Source: an optimization exercise on an open RTL-to-GDS flow (aim: small area). Production flows keep margins and buffers that such runs may drop. Where RTL was checked, it was by simulation tests only, not by an equivalence proof against the original. For runs 1 to 3, only the layout was checked, not whether the RTL still works. Power is estimated from default activity; no workload was simulated.

<file path="constraint.sdc">
create_clock -name core_clock -period 6.0 [get_ports {clk}]
set_input_delay 1.2000 -clock core_clock [delete_from_list [all_inputs] [get_ports {clk}]]
set_output_delay 1.2000 -clock core_clock [all_outputs]
set_load 0.01 [all_outputs]
</file>
<file path="run.sh">
#!/bin/bash
# synth_recipe.tcl (not shown) runs the flow's synth.tcl, then flattens the netlist and writes it again
# the make line also repeats each setting of config.mk as NAME=value (left out here)
make -C /OpenROAD-flow-scripts/flow DESIGN_CONFIG=/design/flow/config.mk WORK_HOME=/design/flow/orfs CLKGATE_MAP_FILE= SYNTH_SCRIPT=/design/flow/synth_recipe.tcl finish
</file>
<file path="design.v">
package dmem_pkg;
   typedef enum logic [0:0] {
      ST_CLEAR = 1'b0,
      ST_RUN   = 1'b1
   } state_e;
   localparam int DEF_DATA_WIDTH = 16;
   localparam int DEF_ADDR_WIDTH = 8;
   localparam int LANES          = DEF_DATA_WIDTH / 8;
   function automatic logic even_par8(input logic [7:0] byte_i);
      even_par8 = ^byte_i;
   endfunction
endpackage
module dmem_ram_array
#(
   parameter int DATA_WIDTH = dmem_pkg::DEF_DATA_WIDTH,
   parameter int ADDR_WIDTH = dmem_pkg::DEF_ADDR_WIDTH,
   parameter int DEPTH      = 256
) (
   input  logic                    clk,
   input  logic                    rst,
   input  logic                    run_i,
   input  logic                    we_i,
   input  logic                    re_i,
   input  logic [ADDR_WIDTH-1:0]   addr_i,
   input  logic [DATA_WIDTH-1:0]   wdata_i,
   input  logic [DATA_WIDTH/8-1:0] wbe_i,
   output logic [DATA_WIDTH-1:0]   rdata_o
);
   localparam int LN = DATA_WIDTH / 8;
   localparam int NHI = (DEPTH + 15) / 16;
   logic [DEPTH-1:0][DATA_WIDTH-1:0] mem_q;
   logic [DATA_WIDTH-1:0]            rdata_q;
   logic [NHI-1:0]        hi_s;
   logic [15:0]           rlo_s;
   logic [15:0][LN-1:0]   wlo_s;
   logic [DEPTH-1:0]      rsel_s;
   logic [DEPTH-1:0][LN-1:0] set_s;
   logic [DEPTH-1:0][LN-1:0] keep_s;
   logic [DATA_WIDTH-1:0] rd_s;
   always_comb begin
      for (int i = 0; i < NHI; i++) hi_s[i] = (addr_i[7:4] == 4'(i));
      for (int j = 0; j < 16; j++) begin
         rlo_s[j] = re_i && (addr_i[3:0] == 4'(j));
         for (int l = 0; l < LN; l++) wlo_s[j][l] = we_i && wbe_i[l] && (addr_i[3:0] == 4'(j));
      end
      for (int r = 0; r < DEPTH; r++) begin
         rsel_s[r] = hi_s[r/16] && rlo_s[r%16];
         for (int l = 0; l < LN; l++) begin
            set_s[r][l]  = (hi_s[r/16] || !run_i) && (wlo_s[r%16][l] || !run_i);
            keep_s[r][l] = !set_s[r][l];
         end
      end
   end
   always_ff @(posedge clk) begin
      for (int r = 0; r < DEPTH; r++)
         for (int l = 0; l < LN; l++)
            mem_q[r][8*l +: 8] <= (mem_q[r][8*l +: 8] & {8{keep_s[r][l]}}) |
                                  (wdata_i[8*l +: 8] & {8{run_i}} & {8{set_s[r][l]}});
   end
   always_comb begin
      rd_s = rdata_q & {DATA_WIDTH{!re_i}};
      for (int r = 0; r < DEPTH; r++) rd_s = rd_s | (mem_q[r] & {DATA_WIDTH{rsel_s[r]}});
   end
   always_ff @(posedge clk or posedge rst) begin
      if (rst) rdata_q <= '0;
      else     rdata_q <= rd_s;
   end
   assign rdata_o = rdata_q;
endmodule
module data_mem_ctrl
#(
   parameter int DATA_WIDTH = dmem_pkg::DEF_DATA_WIDTH,
   parameter int ADDR_WIDTH = dmem_pkg::DEF_ADDR_WIDTH,
   parameter int DEPTH      = 200
) (
   input  logic                    clk,
   input  logic                    rst,
   input  logic                    req_valid,
   output logic                    req_ready,
   input  logic                    req_we,
   input  logic [ADDR_WIDTH-1:0]   req_addr,
   input  logic [DATA_WIDTH-1:0]   req_wdata,
   input  logic [DATA_WIDTH/8-1:0] req_be,
   output logic                    rsp_valid,
   output logic [DATA_WIDTH-1:0]   rsp_rdata,
   output logic                    rsp_err,
   output logic                    init_done,
   output logic                    rsp_perr
);
   localparam int LN = DATA_WIDTH / 8;
   logic [7:0] clr_cnt_q;
   logic       run_q;
   logic       rsp_valid_q;
   logic       rsp_err_q;
   logic       accept_s;
   logic       oor_s;
   assign accept_s = req_valid && run_q;
   assign oor_s    = (req_addr >= ADDR_WIDTH'(DEPTH));
   always_ff @(posedge clk or posedge rst) begin
      if (rst) begin
         clr_cnt_q   <= '0;
         run_q       <= 1'b0;
         rsp_valid_q <= 1'b0;
         rsp_err_q   <= 1'b0;
      end else begin
         rsp_valid_q <= accept_s && !req_we;
         rsp_err_q   <= accept_s && oor_s;
         if (!run_q) begin
            clr_cnt_q <= clr_cnt_q + 8'd1;
            if (clr_cnt_q == 8'(DEPTH - 1)) run_q <= 1'b1;
         end
      end
   end
   dmem_ram_array #(
      .DATA_WIDTH (DATA_WIDTH),
      .ADDR_WIDTH (ADDR_WIDTH),
      .DEPTH      (DEPTH)
   ) u_ram (
      .clk     (clk),
      .rst     (rst),
      .run_i   (run_q),
      .we_i    (accept_s && req_we),
      .re_i    (accept_s && !req_we),
      .addr_i  (req_addr),
      .wdata_i (req_wdata),
      .wbe_i   (req_be),
      .rdata_o (rsp_rdata)
   );
   assign req_ready = run_q;
   assign init_done = run_q;
   assign rsp_valid = rsp_valid_q;
   assign rsp_err   = rsp_err_q;
   assign rsp_perr  = 1'b0;
endmodule
</file>
<file path="config.mk">
export PLATFORM = sky130hd
export DESIGN_NAME = data_mem_ctrl
export DESIGN_NICKNAME = data_mem_ctrl
export VERILOG_FILES = /design/flow/design.v
export SDC_FILE = /design/flow/constraint.sdc
export NUM_CORES = 4
export LEC_CHECK = 0
export CAP_MARGIN = 20
export CORE_MARGIN = 2
export CORE_UTILIZATION = 70
export CTS_BUF_LIST = sky130_fd_sc_hd__clkbuf_4 sky130_fd_sc_hd__clkbuf_8
export CTS_CLUSTER_DIAMETER = 60
export CTS_CLUSTER_SIZE = 30
export PLACE_DENSITY = 0.78
export SLEW_MARGIN = 20
</file>
==> impl_metrics.ini, run 1 <==
[clock_network]
clockBufferDepth = 3
cts-root-buf = clkbuf_8
cts.sinks = 3227
cts_buffers = 161
holdBufCountCts = 0
post_cts_buffers = 0
cts_resized = 0
htree_levels = 4

[synthesis]
ys_ff_latch = 3227
syn-num-nets = 7013
synth_area_sq_mm = 0.1206
netlist.area_leader.share = 0.7966
ys.flop_type = edfxtp_1
synthDistinctLibCells = 72
avgSynthCellArea_sq_um = 17.28
yosys-top-cells-area = edfxtp_1, a22oi_1, nand4_1
synth_area_leader_cell = edfxtp_1
synth_edf_count = 3200
synth_cells = 6982
synth-seq-area-share = 0.8022
ys.warnings.count = 2
synth-async-reset-ratio = 0.008367

[floorplan]
initial_core_util = 0.7039
pin_count = 51
die_w_um = 419.1
row_count = 152
fp.dieH_um = 419.1

[outcome]
tool.error = [ERROR GRT-0116] Global routing finished with congestion. Check the congestion regions in the DRC Viewer.
outcome = aborted with a tool error
failing_step = global routing (5_1_grt)

[global_routing]
grt_pass1_vias = 104500
track_usage = 0.8874
grt_first_pass_wirelength_um = 1021000
grt_max_degree = 201
gr-total-overflow = 2002

[placed_design]
place.port_buffers = 49
hpwl_um = 489200
gp_congestion = 1.497
postPlaceCellArea_sq_mm = 0.1319
[layer usage]
metal  GRT usage  GRT overflow
met3      0.8621           447
met2      0.9378           578
met4      0.8450           422
met1      0.8869           499
met5      0.7763            56
[synthesized netlist by cell type (6+ instances only)]
master,n
a222oi_1,27
and4_1,79
a22oi_1,1017
nand4_1,332
dfrtp_1,27
nor4_1,70
nor4b_1,14
buf_4,13
a221oi_1,133
nand3_1,134
nand4b_1,9
nor3_1,234
nor4bb_1,13
a21oi_1,26
nor2_1,457
a22o_1,205
o22ai_1,33
a2bb2oi_1,12
or4bb_1,6
buf_6,8
buf_1,15
xnor2_1,6
or4b_2,7
nand4bb_1,6
nand2_1,126
a31oi_1,15
and2_1,29
o21a_1,32
nor3_2,8
and4b_1,7
or4_1,33
buf_2,107
mux2i_1,9
a32o_1,12
a221o_1,9
a32oi_1,50
and3_1,9
clkbuf_1,349
o21ai_0,10
edfxtp_1,3200
o2bb2ai_1,32
[cell families after synthesis]
logic type,count (synthesis),share of synthesized area
compound gates,1639,0.1067
other cells,1,0.00003109
flops,3227,0.8022
simple gates,1599,0.07197
mux,11,0.0009336
xor+xnor,7,0.0005083
fa+ha+maj,1,0.0001037
buf+inv,497,0.01757
[per-stage QoR]
stage               hold WS (ns)  std cells  setup WS [ns]
floorplan                 0.4383       6982          1.366
CTS                       0.5048      10150          1.335
detailed placement        0.4796       9855         0.1952
global placement          0.4649       9841         0.1270
[worst max-delay path by stage]
stage | end | startpoint | slack [ns] | cells after the start
2_1_floorplan | register | run_q | 1.37 | 5
4_1_cts | u_ram.rdata_q[0] | req_we | 1.34 | 10
3_3_place_gp | u_ram.rdata_q[0] | req_we | 0.13 | 10
3_5_place_dp | u_ram.rdata_q[3] | req_addr[2] | 0.20 | 10
[power by group through the flow]
stage	combinational (mW)	clock [mW]	sequential [mW]
after detailed placement	0.326	0	24.9
after floorplan	0.119	0	24.9
after CTS	0.327	10.6	24.4
after global placement	0.319	0	24.9
==> run 2: changes to the inputs <==
--- a/design.v
+++ b/design.v
@@ -26,40 +26,44 @@
    input  logic [DATA_WIDTH/8-1:0] wbe_i,
    output logic [DATA_WIDTH-1:0]   rdata_o
 );
-   localparam int LN = DATA_WIDTH / 8;
+   localparam int LN  = DATA_WIDTH / 8;
    localparam int NHI = (DEPTH + 15) / 16;
-   logic [DEPTH-1:0][DATA_WIDTH-1:0] mem_q;
-   logic [DATA_WIDTH-1:0]            rdata_q;
-   logic [NHI-1:0]        hi_s;
-   logic [15:0]           rlo_s;
-   logic [15:0][LN-1:0]   wlo_s;
-   logic [DEPTH-1:0]      rsel_s;
-   logic [DEPTH-1:0][LN-1:0] set_s;
-   logic [DEPTH-1:0][LN-1:0] keep_s;
-   logic [DATA_WIDTH-1:0] rd_s;
-   always_comb begin
-      for (int i = 0; i < NHI; i++) hi_s[i] = (addr_i[7:4] == 4'(i));
-      for (int j = 0; j < 16; j++) begin
-         rlo_s[j] = re_i && (addr_i[3:0] == 4'(j));
-         for (int l = 0; l < LN; l++) wlo_s[j][l] = we_i && wbe_i[l] && (addr_i[3:0] == 4'(j));
+   logic [DEPTH*DATA_WIDTH-1:0] mem_q;
+   logic [DEPTH*DATA_WIDTH-1:0] rterm_s;
+   logic [DATA_WIDTH-1:0]       rdata_q;
+   logic [DATA_WIDTH-1:0]       rd_s;
+   logic [DATA_WIDTH-1:0]       wd_s;
+   logic [NHI-1:0]   hi_s;
+   logic [15:0]      rlo_s;
+   logic [16*LN-1:0] wlo_s;
+   assign wd_s = wdata_i & {DATA_WIDTH{run_i}};
+   genvar i, j, l, r;
+   generate
+      for (i = 0; i < NHI; i++) begin : g_hi
+         assign hi_s[i] = (addr_i[7:4] == 4'(i)) || !run_i;
       end
-      for (int r = 0; r < DEPTH; r++) begin
-         rsel_s[r] = hi_s[r/16] && rlo_s[r%16];
-         for (int l = 0; l < LN; l++) begin
-            set_s[r][l]  = (hi_s[r/16] || !run_i) && (wlo_s[r%16][l] || !run_i);
-            keep_s[r][l] = !set_s[r][l];
+      for (j = 0; j < 16; j++) begin : g_lo
+         assign rlo_s[j] = re_i && (addr_i[3:0] == 4'(j));
+         for (l = 0; l < LN; l++) begin : g_ln
+            assign wlo_s[j*LN+l] = (we_i && wbe_i[l] && (addr_i[3:0] == 4'(j))) || !run_i;
          end
       end
-   end
-   always_ff @(posedge clk) begin
-      for (int r = 0; r < DEPTH; r++)
-         for (int l = 0; l < LN; l++)
-            mem_q[r][8*l +: 8] <= (mem_q[r][8*l +: 8] & {8{keep_s[r][l]}}) |
-                                  (wdata_i[8*l +: 8] & {8{run_i}} & {8{set_s[r][l]}});
-   end
+      for (r = 0; r < DEPTH; r++) begin : g_row
+         logic rsel_s;
+         assign rsel_s = hi_s[r/16] && rlo_s[r%16];
+         assign rterm_s[r*DATA_WIDTH +: DATA_WIDTH] = mem_q[r*DATA_WIDTH +: DATA_WIDTH] & {DATA_WIDTH{rsel_s}};
+         for (l = 0; l < LN; l++) begin : g_ln
+            logic set_s;
+            assign set_s = hi_s[r/16] && wlo_s[(r%16)*LN+l];
+            always_ff @(posedge clk) begin
+               if (set_s) mem_q[r*DATA_WIDTH+8*l +: 8] <= wd_s[8*l +: 8];
+            end
+         end
+      end
+   endgenerate
    always_comb begin
       rd_s = rdata_q & {DATA_WIDTH{!re_i}};
-      for (int r = 0; r < DEPTH; r++) rd_s = rd_s | (mem_q[r] & {DATA_WIDTH{rsel_s[r]}});
+      for (int k = 0; k < DEPTH; k++) rd_s = rd_s | rterm_s[k*DATA_WIDTH +: DATA_WIDTH];
    end
    always_ff @(posedge clk or posedge rst) begin
       if (rst) rdata_q <= '0;
==> config.mk (replaced) <==
export PLATFORM = sky130hd
export DESIGN_NAME = data_mem_ctrl
export DESIGN_NICKNAME = data_mem_ctrl
export VERILOG_FILES = /design/flow/design.v
export SDC_FILE = /design/flow/constraint.sdc
export NUM_CORES = 4
export LEC_CHECK = 0
export CAP_MARGIN = 5
export CORE_MARGIN = 2
export CORE_UTILIZATION = 55
export CTS_BUF_LIST = sky130_fd_sc_hd__clkbuf_4 sky130_fd_sc_hd__clkbuf_8
export CTS_CLUSTER_DIAMETER = 60
export CTS_CLUSTER_SIZE = 30
export PLACE_DENSITY = 0.65
export SLEW_MARGIN = 5
==> impl_metrics.ini, run 2 <==
[synthesis]
ys.warnings.count = 2
synth_cells = 7125
syn-num-nets = 7156
yosys-top-cells-area = edfxtp_1, a22oi_1, a32oi_1
netlist.area_leader.share = 0.7868
ys.flop_type = edfxtp_1
synthDistinctLibCells = 81
synth_edf_count = 3200
synth-async-reset-ratio = 0.008367
avgSynthCellArea_sq_um = 17.14
synth_top_cells_by_count = edfxtp_1, a22oi_1, nor2_1
synth_area_sq_mm = 0.1221
synth-seq-area-share = 0.7923
synth_area_leader_cell = edfxtp_1
ys_ff_latch = 3227
synthMostInstantiatedCell = edfxtp_1

[global_routing]
track_usage = 0.8588
grt_pass1_vias = 110200
gr-total-overflow = 3231
grt_first_pass_wirelength_um = 1280000
grt_max_degree = 162

[outcome]
failing_step = global routing (5_1_grt)
tool.error = [ERROR GRT-0116] Global routing finished with congestion. Check the congestion regions in the DRC Viewer.
outcome = aborted with a tool error

[clock_network]
holdBufCountCts = 0
cts-root-buf = clkbuf_8
clockBufferDepth = 3
htree_levels = 4
cts.sinks = 3227
cts_buffers = 184
post_cts_buffers = 0
cts_resized = 0

[floorplan]
row_count = 172
pin_count = 51
die_w_um = 475.2
initial_core_util = 0.5548
fp.dieH_um = 475.2

[placed_design]
dp_slack_ns = -0.2644
hpwl_um = 607700
postPlaceCellArea_sq_mm = 0.1374
place.port_buffers = 49
dp.cells = 10970
gp_congestion = 1.352
run 2: cell types whose count changed after synthesis, moves of 45 or more:
cell and change:
a211oi_1 +126, a22oi_1 -337, a32o_1 +55, a32oi_1 +289, clkbuf_1 -45, nand2_1 +73
nand4_1 -113, nor2_1 +115, nor3_1 -151, o2111a_1 +60
run 2: metal layers:
layer / GRT usage / GRT overflow
met5: 0.5567 / 27
met4: 0.8273 / 1070
met3: 0.7884 / 184
met2: 0.9489 / 1801
met1: 0.8670 / 149
run 2: power groups by stage:
stage,Clock [mW],Sequential [mW],Combinational (mW)
CTS,11.9,24.4,0.369
detailed placement,0,24.9,0.368
global placement,0,24.9,0.365
floorplan,0,24.9,0.117
run 2: worst max path at each step:
| stage | to |
|---|---|
| CTS | u_ram.rdata_q[11] |
| floorplan | u_ram.mem_q[1000] |
| global placement | u_ram.rdata_q[11] |
| detailed placement | u_ram.rdata_q[11] |
run 2: kinds of logic after synthesis:
group	Yosys count	synth area share
mux	11	0.0009323
compound gates	1857	0.1252
simple gates	1513	0.06292
flops	3227	0.7923
other cells	1	0.00003070
xor+xnor	7	0.0005020
buf+inv	508	0.01797
fa+ha+maj	1	0.0001024
==> run 3: changes to the inputs <==
--- a/config.mk
+++ b/config.mk
@@ -7,9 +7,9 @@
 export LEC_CHECK = 0
 export CAP_MARGIN = 5
 export CORE_MARGIN = 2
-export CORE_UTILIZATION = 55
+export CORE_UTILIZATION = 50
 export CTS_BUF_LIST = sky130_fd_sc_hd__clkbuf_4 sky130_fd_sc_hd__clkbuf_8
 export CTS_CLUSTER_DIAMETER = 60
 export CTS_CLUSTER_SIZE = 30
-export PLACE_DENSITY = 0.65
+export GPL_TIMING_DRIVEN = 0
 export SLEW_MARGIN = 5
==> impl_metrics.ini, run 3 <==
[synthesis]
yosys-top-cells-area = edfxtp_1, a22oi_1, a32oi_1
synth_area_sq_mm = 0.1221
synthMostInstantiatedCell = edfxtp_1
syn-num-nets = 7156
synth_area_leader_cell = edfxtp_1
synth_cells = 7125
netlist.area_leader.share = 0.7868
ys.warnings.count = 2
ys_ff_latch = 3227
synth_top_cells_by_count = edfxtp_1, a22oi_1, nor2_1
synth-async-reset-ratio = 0.008367
synth_edf_count = 3200
synth-seq-area-share = 0.7923
synthDistinctLibCells = 81
ys.flop_type = edfxtp_1
avgSynthCellArea_sq_um = 17.14

[clock_network]
cts-root-buf = clkbuf_8
holdBufCountCts = 0
cts_buffers = 191
htree_levels = 4
cts.sinks = 3227
clockBufferDepth = 3

[global_routing]
gr-total-overflow = 4233
grt_max_degree = 94
grt_pass1_vias = 110700
grt_first_pass_wirelength_um = 1420000
track_usage = 0.8763

[placed_design]
hpwl_um = 732200
place.port_buffers = 46
gp_congestion = 1.320
dp_slack_ns = -2.163

[floorplan]
fp.dieH_um = 498.2
initial_core_util = 0.5026
die_w_um = 498.2
row_count = 181
pin_count = 51

[outcome]
failing_step = global routing (5_1_grt)
outcome = aborted with a tool error
tool.error = [ERROR GRT-0116] Global routing finished with congestion. Check the congestion regions in the DRC Viewer.
==> run 3: layer usage <==
| metal | track usage | overflow |
|---|---|---|
| met1 | 0.8901 | 212 |
| met2 | 0.9627 | 2520 |
| met3 | 0.8068 | 211 |
| met4 | 0.8194 | 1243 |
| met5 | 0.6508 | 47 |
==> run 3: worst min-delay path by stage <==
stage,end,from,cells past startpoint,slack [ns]
after floorplan,clr_cnt_q[7],clr_cnt_q[7],1,0.45
after global placement,clr_cnt_q[7],clr_cnt_q[7],1,0.47
after detailed placement,clr_cnt_q[0],clr_cnt_q[0],1,0.48
after CTS,u_ram.rdata_q[10],rst,2,0.38
==> run 3: what timing repair did <==
action,in CTS
resized for setup,26
setup buffers,9
gates cloned,0
pin swaps,6
setup endpoints to repair,525
==> run 3: logic make-up after synthesis <==
kind of cell               share of synthesized area
muxes                                      0.0009323
xor gates and xnor gates                   0.0005020
adders and majority gates                  0.0001024
and+or+nand+nor                              0.06292
DFF                                           0.7923
buffers and inverters                        0.01797
AOI/OAI and AO/OA                             0.1252
other                                     0.00003070
==> run 3: through the flow <==
| stage | hold slack, ns | instances | area (sq um) |
|---|---|---|---|
| floorplan | 0.4455 | 7125 | 122100 |
| CTS | 0.3800 | 11480 | 149700 |
| global placement | 0.4661 | 10370 | 126600 |
| detailed placement | 0.4776 | 11110 | 144400 |
==> run 3: power groups by stage <==
stage          registers, mW  logic, mW  clock network [mW]
3_3_place_gp            24.9      0.379                   0
4_1_cts                 24.4      0.437                12.6
3_5_place_dp            24.9      0.435                   0
2_1_floorplan           24.9      0.117                   0
==> run 4: changes to the inputs <==
--- a/design.v
+++ b/design.v
@@ -10,6 +10,43 @@
       even_par8 = ^byte_i;
    endfunction
 endpackage
+module dmem_lane (
+   input  logic       clk,
+   input  logic       keep_i,
+   input  logic       set_i,
+   input  logic [7:0] d_i,
+   output logic [7:0] q_o
+);
+   logic [7:0] q;
+   always_ff @(posedge clk) q <= (q & {8{keep_i}}) | (d_i & {8{set_i}});
+   assign q_o = q;
+endmodule
+module dmem_nor2 (
+   input  logic a_i,
+   input  logic b_i,
+   output logic y_o
+);
+   assign y_o = !(a_i || b_i);
+endmodule
+module dmem_inv (
+   input  logic a_i,
+   output logic y_o
+);
+   assign y_o = !a_i;
+endmodule
+module dmem_rgrp #(
+   parameter int W = 16
+) (
+   input  logic [W-1:0] a_i,
+   input  logic [W-1:0] b_i,
+   input  logic [W-1:0] c_i,
+   input  logic         sa_i,
+   input  logic         sb_i,
+   input  logic         sc_i,
+   output logic [W-1:0] y_n_o
+);
+   assign y_n_o = ~((a_i & {W{sa_i}}) | (b_i & {W{sb_i}}) | (c_i & {W{sc_i}}));
+endmodule
 module dmem_ram_array
 #(
    parameter int DATA_WIDTH = dmem_pkg::DEF_DATA_WIDTH,
@@ -28,14 +65,17 @@
 );
    localparam int LN  = DATA_WIDTH / 8;
    localparam int NHI = (DEPTH + 15) / 16;
-   logic [DEPTH*DATA_WIDTH-1:0] mem_q;
-   logic [DEPTH*DATA_WIDTH-1:0] rterm_s;
-   logic [DATA_WIDTH-1:0]       rdata_q;
-   logic [DATA_WIDTH-1:0]       rd_s;
-   logic [DATA_WIDTH-1:0]       wd_s;
+   localparam int NT  = DEPTH + 1;
+   localparam int NG  = (NT + 2) / 3;
+   logic [DATA_WIDTH-1:0] rdata_q;
+   logic [DATA_WIDTH-1:0] rd_s;
+   logic [DATA_WIDTH-1:0] wd_s;
    logic [NHI-1:0]   hi_s;
    logic [15:0]      rlo_s;
    logic [16*LN-1:0] wlo_s;
+   logic [3*NG*DATA_WIDTH-1:0] term_s;
+   logic [3*NG-1:0]            tsel_s;
+   logic [NG*DATA_WIDTH-1:0]   grp_n_s;
    assign wd_s = wdata_i & {DATA_WIDTH{run_i}};
    genvar i, j, l, r;
    generate
@@ -49,21 +89,42 @@
          end
       end
       for (r = 0; r < DEPTH; r++) begin : g_row
-         logic rsel_s;
-         assign rsel_s = hi_s[r/16] && rlo_s[r%16];
-         assign rterm_s[r*DATA_WIDTH +: DATA_WIDTH] = mem_q[r*DATA_WIDTH +: DATA_WIDTH] & {DATA_WIDTH{rsel_s}};
+         assign tsel_s[r] = hi_s[r/16] && rlo_s[r%16];
          for (l = 0; l < LN; l++) begin : g_ln
             logic set_s;
-            assign set_s = hi_s[r/16] && wlo_s[(r%16)*LN+l];
-            always_ff @(posedge clk) begin
-               if (set_s) mem_q[r*DATA_WIDTH+8*l +: 8] <= wd_s[8*l +: 8];
-            end
+            logic keep_s;
+            dmem_nor2 u_set (.a_i(!hi_s[r/16]), .b_i(!wlo_s[(r%16)*LN+l]), .y_o(set_s));
+            dmem_inv u_keep (.a_i(set_s), .y_o(keep_s));
+            dmem_lane u_lane (
+               .clk    (clk),
+               .keep_i (keep_s),
+               .set_i  (set_s),
+               .d_i    (wd_s[8*l +: 8]),
+               .q_o    (term_s[r*DATA_WIDTH+8*l +: 8])
+            );
          end
+      end
+      assign term_s[DEPTH*DATA_WIDTH +: DATA_WIDTH] = rdata_q;
+      assign tsel_s[DEPTH] = !re_i;
+      if (3*NG > NT) begin : g_pad
+         assign term_s[3*NG*DATA_WIDTH-1:NT*DATA_WIDTH] = '0;
+         assign tsel_s[3*NG-1:NT] = '0;
+      end
+      for (i = 0; i < NG; i++) begin : g_grp
+         dmem_rgrp #(.W(DATA_WIDTH)) u_grp (
+            .a_i   (term_s[(3*i)*DATA_WIDTH +: DATA_WIDTH]),
+            .b_i   (term_s[(3*i+1)*DATA_WIDTH +: DATA_WIDTH]),
+            .c_i   (term_s[(3*i+2)*DATA_WIDTH +: DATA_WIDTH]),
+            .sa_i  (tsel_s[3*i]),
+            .sb_i  (tsel_s[3*i+1]),
+            .sc_i  (tsel_s[3*i+2]),
+            .y_n_o (grp_n_s[i*DATA_WIDTH +: DATA_WIDTH])
+         );
       end
    endgenerate
    always_comb begin
-      rd_s = rdata_q & {DATA_WIDTH{!re_i}};
-      for (int k = 0; k < DEPTH; k++) rd_s = rd_s | rterm_s[k*DATA_WIDTH +: DATA_WIDTH];
+      rd_s = '0;
+      for (int k = 0; k < NG; k++) rd_s = rd_s | ~grp_n_s[k*DATA_WIDTH +: DATA_WIDTH];
    end
    always_ff @(posedge clk or posedge rst) begin
       if (rst) rdata_q <= '0;
==> config.mk (replaced) <==
export PLATFORM = sky130hd
export DESIGN_NAME = data_mem_ctrl
export DESIGN_NICKNAME = data_mem_ctrl
export VERILOG_FILES = /design/flow/design.v
export SDC_FILE = /design/flow/constraint.sdc
export NUM_CORES = 4
export LEC_CHECK = 0
export CAP_MARGIN = 20
export CORE_MARGIN = 2
export CORE_UTILIZATION = 50
export CTS_BUF_LIST = sky130_fd_sc_hd__clkbuf_16
export CTS_CLUSTER_DIAMETER = 50
export CTS_CLUSTER_SIZE = 20
export SLEW_MARGIN = 20
export SYNTH_HIERARCHICAL = 1
==> impl_metrics.ini, run 4 <==
[outcome]
outcome = complete, no violations

[route]
vias = 95240
drc_errors = 0
ant_nets = 0
drtIter0Drc = 18350
viasPerCell = 7.215
routed_wl_um = 445000
drt_pass1_iterations = 22
wl_per_cell_um = 33.72

[placed_design]
postPlaceCellArea_sq_mm = 0.1190
dp_slack_ns = 0.02333
hpwl_um = 295400
place.port_buffers = 49
gp_congestion = 0.9880

[synthesis]
synth_area_sq_mm = 0.1192
ys_ff_latch = 3227
synth_cells = 10090
avgSynthCellArea_sq_um = 11.82
synth_edf_count = 0
synth_area_leader_cell = dfxtp_1
ys.warnings.count = 9
ys.flop_type = dfxtp_1
syn-num-nets = 10120
netlist.area_leader.share = 0.5374
synth_top_cells_by_count = a22o_1, dfxtp_1, a222oi_1
synth-async-reset-ratio = 0.008367
synthDistinctLibCells = 40
yosys-top-cells-area = dfxtp_1, a22o_1, a222oi_1
synth-seq-area-share = 0.5431

[floorplan]
fp.dieH_um = 492.3
row_count = 179
die_area_sq_mm = 0.2423
initial_core_util = 0.5021
core_region_area_sq_mm = 0.2374
die_w_um = 492.3
pin_count = 51

[clock_network]
cts_buffers = 309
cts_tree = yes
post_cts_buffers = 0
cts.sinks = 3227
clk_pin_slew_ns = 0.07
clk_latency_ns = 0.97
holdBufCountCts = 0
htree_levels = 5
clockBufferDepth = 4
cts_resized = 0
cts-root-buf = clkbuf_16

[global_routing]
grt_first_pass_wirelength_um = 632000
gr-usage-met1 = 0.4752
gr-total-overflow = 0
grt_use_met2 = 0.4927
gr-usage-met3 = 0.08682
track_usage = 0.3475
antenna_found_initial = 33
busiest_layer = met2
grt_pass1_vias = 87370
grt_max_degree = 117

[timing]
setup_viol = 0
slew_viol_final = 0
clock_skew_ns = 0.06412
hold_ws_ns = 0.4790
hold_violations = 0
relSlewSlack = 0.1688
worst_slack_ns = 0.8115
worstMarginPinSlew_ns = 1.244
max_freq_mhz = 192.7
fin_crit_ns = 5.188
rsz0062_at_grt = no
post-route-period-util = 0.8647

[pwr]
vdd_drop_max_mv = 0.3001
p_leak_nw = 51.59
total_power_mw = 41.47
p_per_area_mw_per_mm2 = 320.5

[flow_run]
max_cap_violations = 0

[finish]
regMostFlops = u_ram.g_row.g_ln.u_lane.q
most-common-layout-cells = a22o_1, dfxtp_1, a222oi_1
syn_to_final_growth_pct = 8.530
final_cell_area_sq_mm = 0.1294
n_fill_cell = 20010
drive_above_1_share = 0.1014
top_regs = u_ram.g_row.g_ln.u_lane.q: 3200 flops, u_ram.rdata_q: 16 flops, clr_cnt_q: 8 flops
largest_register_ffs = 3200
nNetsFinal = 9817

[worst_setup_path]
start_kind = primary input
crit_start = req_addr[1]
crit_path_end_kind = register
reg2reg_from = run_q
worstPathMaxFanout = 9
cp.arrival_ns = 5.99
cp.required_ns = 6.80
crit_type = primary input to register

[worst_hold_path]
hold_class = register to register
hp-start = clr_cnt_q[7]
[run 4: cell count changes after synthesis, moves of 402 or more]
cell,previous run,this run
a222oi_1,31,1072
inv_1,2,404
a22o_1,164,3200
a22oi_1,680,0
dfxtp_1,0,3200
edfxtp_1,3200,0
buf_6,5,541
[run 4: layer usage]
metal  wire [um]  part of all wire
met1      180600              0.41
met2      182600              0.41
met3       50830              0.11
met4       30830             0.069
met5         174           0.00039
[run 4: power by group]
group | leakage (nW) | switching, mW | total [mW] | internal, mW
Sequential | 26.1 | 0 | 21.4 | 21.4
Combinational | 20.4 | 0.0305 | 0.0521 | 0.0215
Clock | 5.05 | 9.23 | 20.0 | 10.8
[run 4: cells by family after synthesis]
kind of cell	Yosys count	synth area share
adder cells (fa/ha/maj)	1	0.0001049
AO/OA/AOI/OAI	4294	0.3272
multiplexers	1	0.00009446
flip-flops	3227	0.5431
buffers and inverters	1462	0.08598
AND/OR/NAND/NOR	1094	0.04305
other	1	0.00003146
XOR/XNOR	7	0.0005143
[run 4: area by class of cell]
class / instances / area (sq um) / share of cell area
Antenna cell: 17 / 42.54 / 0.0003288
Clock buffer: 313 / 7833 / 0.06054
Clock inverter: 228 / 2424 / 0.01873
Inverter: 405 / 1523 / 0.01177
Multi-Input combinational cell: 5398 / 44770 / 0.3461
Sequential cell: 3227 / 64740 / 0.5004
Tap cell: 3167 / 3963 / 0.03063
Timing Repair Buffer: 445 / 4084 / 0.03157
[run 4: through the flow]
step,util,setup TNS (ns),std cells
6_report,0.5450,0,13200
5_1_grt,0.5448,0,13190
4_1_cts,0.5444,0,13180
3_5_place_dp,0.5012,0,12640
3_3_place_gp,0.5001,-3.604,12630
2_1_floorplan,-,0,10090
[run 4: worst max-delay path: stages]
cell and delay [ns]:
clkdlybuf4s50_1 0.65, and2b_1 0.24, and2_1 0.21, nand2_1 0.60, buf_4 0.44, nor2_1 0.33, buf_4 0.32, a222oi_1 0.30
nand4_1 0.48, nor4_2 1.02, nand4_1 0.17
[run 4: modules after synthesis, one instance, submodules excluded, a selection]
module / flip-flops and latches / times used
dmem_nor2: 0 / 400
dmem_lane: 8 / 400
data_mem_ctrl: 11 / 1
dmem_inv: 0 / 400
[run 4: final timing paths]
kind | to | slack [ns] | cells after the start
hold reg to reg | clr_cnt_q[7] | 0.48 | 1
hold / removal | clr_cnt_q[7] | 0.48 | 1
max in group asynchronous | u_ram.rdata_q[9] | 4.56 | 2
setup / recovery | u_ram.rdata_q[10] | 0.81 | 11
min in group asynchronous | rsp_err_q | 0.82 | 2
setup reg to reg | u_ram.rdata_q[10] | 1.16 | 11
==> run 5: changes to the inputs <==
==> flow/run.sh (new file) <==
#!/bin/bash
# The standard layout (standard.sh), with clock tree synthesis run
# without dummy loads, on clkbuf_16 leaf buffers with larger sink clusters.
# The full output of the ORFS run goes to standard.log in this folder; ORFS
# keeps each tool's own log under orfs/logs/.
set -euo pipefail
export CTS_ARGS="-sink_clustering_enable -repair_clock_nets -dont_use_dummy_load -sink_clustering_size 28 -sink_clustering_max_diameter 100 -buf_list sky130_fd_sc_hd__clkbuf_16"
bash standard.sh > standard.log 2>&1
==> standard.sh (new file) <==
#!/bin/bash
# synth_recipe.tcl (not shown) runs the flow's synth.tcl, then flattens the netlist and writes it again
# the make line also repeats each setting of config.mk as NAME=value (left out here)
make -C /OpenROAD-flow-scripts/flow DESIGN_CONFIG=/design/flow/config.mk WORK_HOME=/design/flow/orfs CLKGATE_MAP_FILE= SYNTH_SCRIPT=/design/flow/synth_recipe.tcl "${@:-finish}"
--- a/config.mk
+++ b/config.mk
@@ -7,9 +7,7 @@
 export LEC_CHECK = 0
 export CAP_MARGIN = 20
 export CORE_MARGIN = 2
-export CORE_UTILIZATION = 50
-export CTS_BUF_LIST = sky130_fd_sc_hd__clkbuf_16
-export CTS_CLUSTER_DIAMETER = 50
-export CTS_CLUSTER_SIZE = 20
+export CORE_UTILIZATION = 60
+export PLACE_DENSITY = 0.75
 export SLEW_MARGIN = 20
 export SYNTH_HIERARCHICAL = 1
removed: run.sh
==> impl_metrics.ini, run 5 <==
[outcome]
outcome = complete, no violations

[global_routing]
gr-usage-met1 = 0.5261
busiest_layer = met2
grt_pass1_vias = 86490
grt_max_degree = 134
grt_use_met2 = 0.5557
antenna_found_initial = 32
gr-usage-met3 = 0.1019
gr-total-overflow = 0
track_usage = 0.3893
grt_first_pass_wirelength_um = 599000

[worst_setup_path]
cp.required_ns = 6.73
cpPeakStageDelay_ns = 1.00
reg2reg_from = run_q
cp_slowest_cell = nor4_1
crit_type = primary input to register
worstPathMaxFanout = 23
start_kind = primary input
reg2reg_to = u_ram.rdata_q[10]
cp.arrival_ns = 6.28
crit_path_end_kind = register
r2r_setup_slack_ns = 0.84
path_cells = clkdlybuf4s50_1 > nor2b_1 > a31oi_4 > buf_4 > nor2_1 > a222oi_1 > nand4_1 > nor4_1 > buf_4 > nand4_1
r2r_cells = 14

[clock_network]
cts_resized = 0
clk_latency_ns = 0.84
clk_pin_slew_ns = 0.11
cts_buffers = 133
cts_tree = yes
post_cts_buffers = 0
holdBufCountCts = 0
cts-root-buf = clkbuf_16
cts.sinks = 3227
clockBufferDepth = 3
htree_levels = 4

[synthesis]
synth_cells = 10090
synth_top_cells_by_count = a22o_1, dfxtp_1, a222oi_1
ys_ff_latch = 3227
synth-async-reset-ratio = 0.008367
synth_area_leader_cell = dfxtp_1
syn-num-nets = 10120
netlist.area_leader.share = 0.5374
ys.warnings.count = 9
synthDistinctLibCells = 40
synth-seq-area-share = 0.5431
synth_area_sq_mm = 0.1192
synth_edf_count = 0
ys.flop_type = dfxtp_1
avgSynthCellArea_sq_um = 11.82
yosys-top-cells-area = dfxtp_1, a22o_1, a222oi_1

[timing]
rsz0062_at_grt = no
setup_tns_ns = 0
clock_skew_ns = 0.04357
slew_viol_final = 0
max_freq_mhz = 180.0
relSlewSlack = 0.06616
setup_viol = 0
fin_crit_ns = 5.554
post-route-period-util = 0.9257
hold_violations = 0
worstMarginPinSlew_ns = 1.401
worst_slack_ns = 0.4456

[worst_hold_path]
hold-path-endpoint = u_ram.g_row[167].g_ln[0].u_lane.q[5]
hp-start = u_ram.g_row[167].g_ln[0].u_lane.q[5]
hold_class = register to register
min_delay_path_depth = 1

[finish]
fin_cells = 12260
top_regs = u_ram.g_row.g_ln.u_lane.q: 3200 flops, u_ram.rdata_q: 16 flops, clr_cnt_q: 8 flops
nNetsFinal = 9640
final_cell_area_sq_mm = 0.1217
most-common-layout-cells = a22o_1, dfxtp_1, a222oi_1
syn_to_final_growth_pct = 2.069
largest_register_ffs = 3200
drive_above_1_share = 0.06839
regMostFlops = u_ram.g_row.g_ln.u_lane.q

[pwr]
p_per_area_mw_per_mm2 = 263.0
p_leak_nw = 48.06
vdd_drop_max_mv = 0.3300

[placed_design]
dp_slack_ns = -0.05341
postPlaceCellArea_sq_mm = 0.1182
dp.cells = 12110
place.port_buffers = 49
gp_congestion = 1.010
hpwl_um = 279900

[floorplan]
row_count = 163
pin_count = 51
die_w_um = 449.7
core_region_area_sq_mm = 0.1974
die_area_sq_mm = 0.2023
initial_core_util = 0.6038
fp.dieH_um = 449.7

[route]
vias = 94990
drt_pass1_iterations = 15
viasPerCell = 7.746
routed_wl_um = 416300
drc_errors = 0
ant_nets = 0
drtIter0Drc = 19700
wl_per_cell_um = 33.94

[flow_run]
max_cap_violations = 0
==> run 5: kinds of logic after synthesis <==
family | share of synthesized area
compound gates | 0.3272
flops | 0.5431
buf+inv | 0.08598
simple gates | 0.04305
xor+xnor | 0.0005143
fa+ha+maj | 0.0001049
other cells | 0.00003146
mux | 0.00009446
==> run 5: cell type report <==
type / instances / area, sq um
Antenna cell: 16 / 40.04
Clock buffer: 133 / 3328
Fill cell: 15720 / 75750
Inverter: 405 / 1523
Multi-Input combinational cell: 5398 / 44700
Sequential cell: 3227 / 64740
Tap cell: 2640 / 3303
Timing Repair Buffer: 444 / 4046
==> run 5: how the worst max path moves through the flow <==
stage / from / endpoint / cells past startpoint
5_1_grt: req_addr[6] / u_ram.rdata_q[10] / 10
4_1_cts: req_addr[6] / u_ram.rdata_q[13] / 8
3_5_place_dp: req_addr[6] / u_ram.rdata_q[13] / 8
2_1_floorplan: req_wdata[0] / u_ram.g_row[0].g_ln[0].u_lane.q[0] / 2
6_report: req_addr[6] / u_ram.rdata_q[10] / 10
3_3_place_gp: req_addr[6] / u_ram.rdata_q[5] / 9
==> run 5: routing by layer <==
| metal | share of wire | routed length (um) |
|---|---|---|
| met1 | 0.38 | 159500 |
| met2 | 0.41 | 171800 |
| met3 | 0.13 | 54790 |
| met4 | 0.072 | 29930 |
| met5 | 0.00067 | 278 |
==> run 5: worst max-delay path, delay by kind of cell <==
kind,cells,cell delay (ns)
compound gates,2,1.63
buf+inv,3,1.51
simple gates,5,1.89
==> run 5: through the flow <==
step / utilization / hold slack [ns] / total power [mW]
5_1_grt: 0.6162 / 0.5037 / 32.74
3_5_place_dp: 0.5986 / 0.4634 / 21.95
4_1_cts: 0.6154 / 0.4912 / 32.02
2_1_floorplan: - / 0.4418 / 21.92
6_report: 0.6163 / 0.4889 / 32.00
3_3_place_gp: 0.5972 / 0.4588 / 21.95
==> run 5: per-module statistics from Yosys, one instance, submodules excluded, a selection <==
module	area, sq um	times used
data_mem_ctrl	494.2	1
dmem_lane	246.5	400
dmem_nor2	3.754	400
dmem_inv	3.754	400
==> run 5: where the power goes <==
group,internal (mW),total [mW],switching [mW]
Sequential,21.4,21.4,0
Clock,4.01,10.5,6.53
Combinational,0.0228,0.0538,0.0310

re-timing with driven ports:
How much do the figures lean on ideal ports? The routed layouts below were timed once more, with nothing changed but the port constraints. Step 1 (the two cells are an assumption about what drives the block):
set clk [get_ports {clk}]
set_driving_cell -lib_cell sky130_fd_sc_hd__clkbuf_16 $clk
set_driving_cell -lib_cell sky130_fd_sc_hd__buf_2 [delete_from_list [all_inputs] $clk]
Step 2, shift: input delay + t, output delay - t, t = (earliest + latest rising clock arrival at the registers) / 2. This alone moves slack from input paths to output paths. Slacks: no drivers / after step 1 / after step 2; pairs: no drivers / after step 1.
run	shift t [ns]	setup WS [ns]	latest minus earliest clock arrival (ns)
run 4	1.032	0.812 / 0.883 / -0.149	0.066 / 0.065
run 5	0.921	0.446 / 0.508 / -0.414	0.061 / 0.061
Met with ideal ports but missed after step 2: setup timing in run 4 and run 5. The setup slack of run 4, which loses most, moves by +0.071 ns with the drivers and by -0.961 ns with both steps.
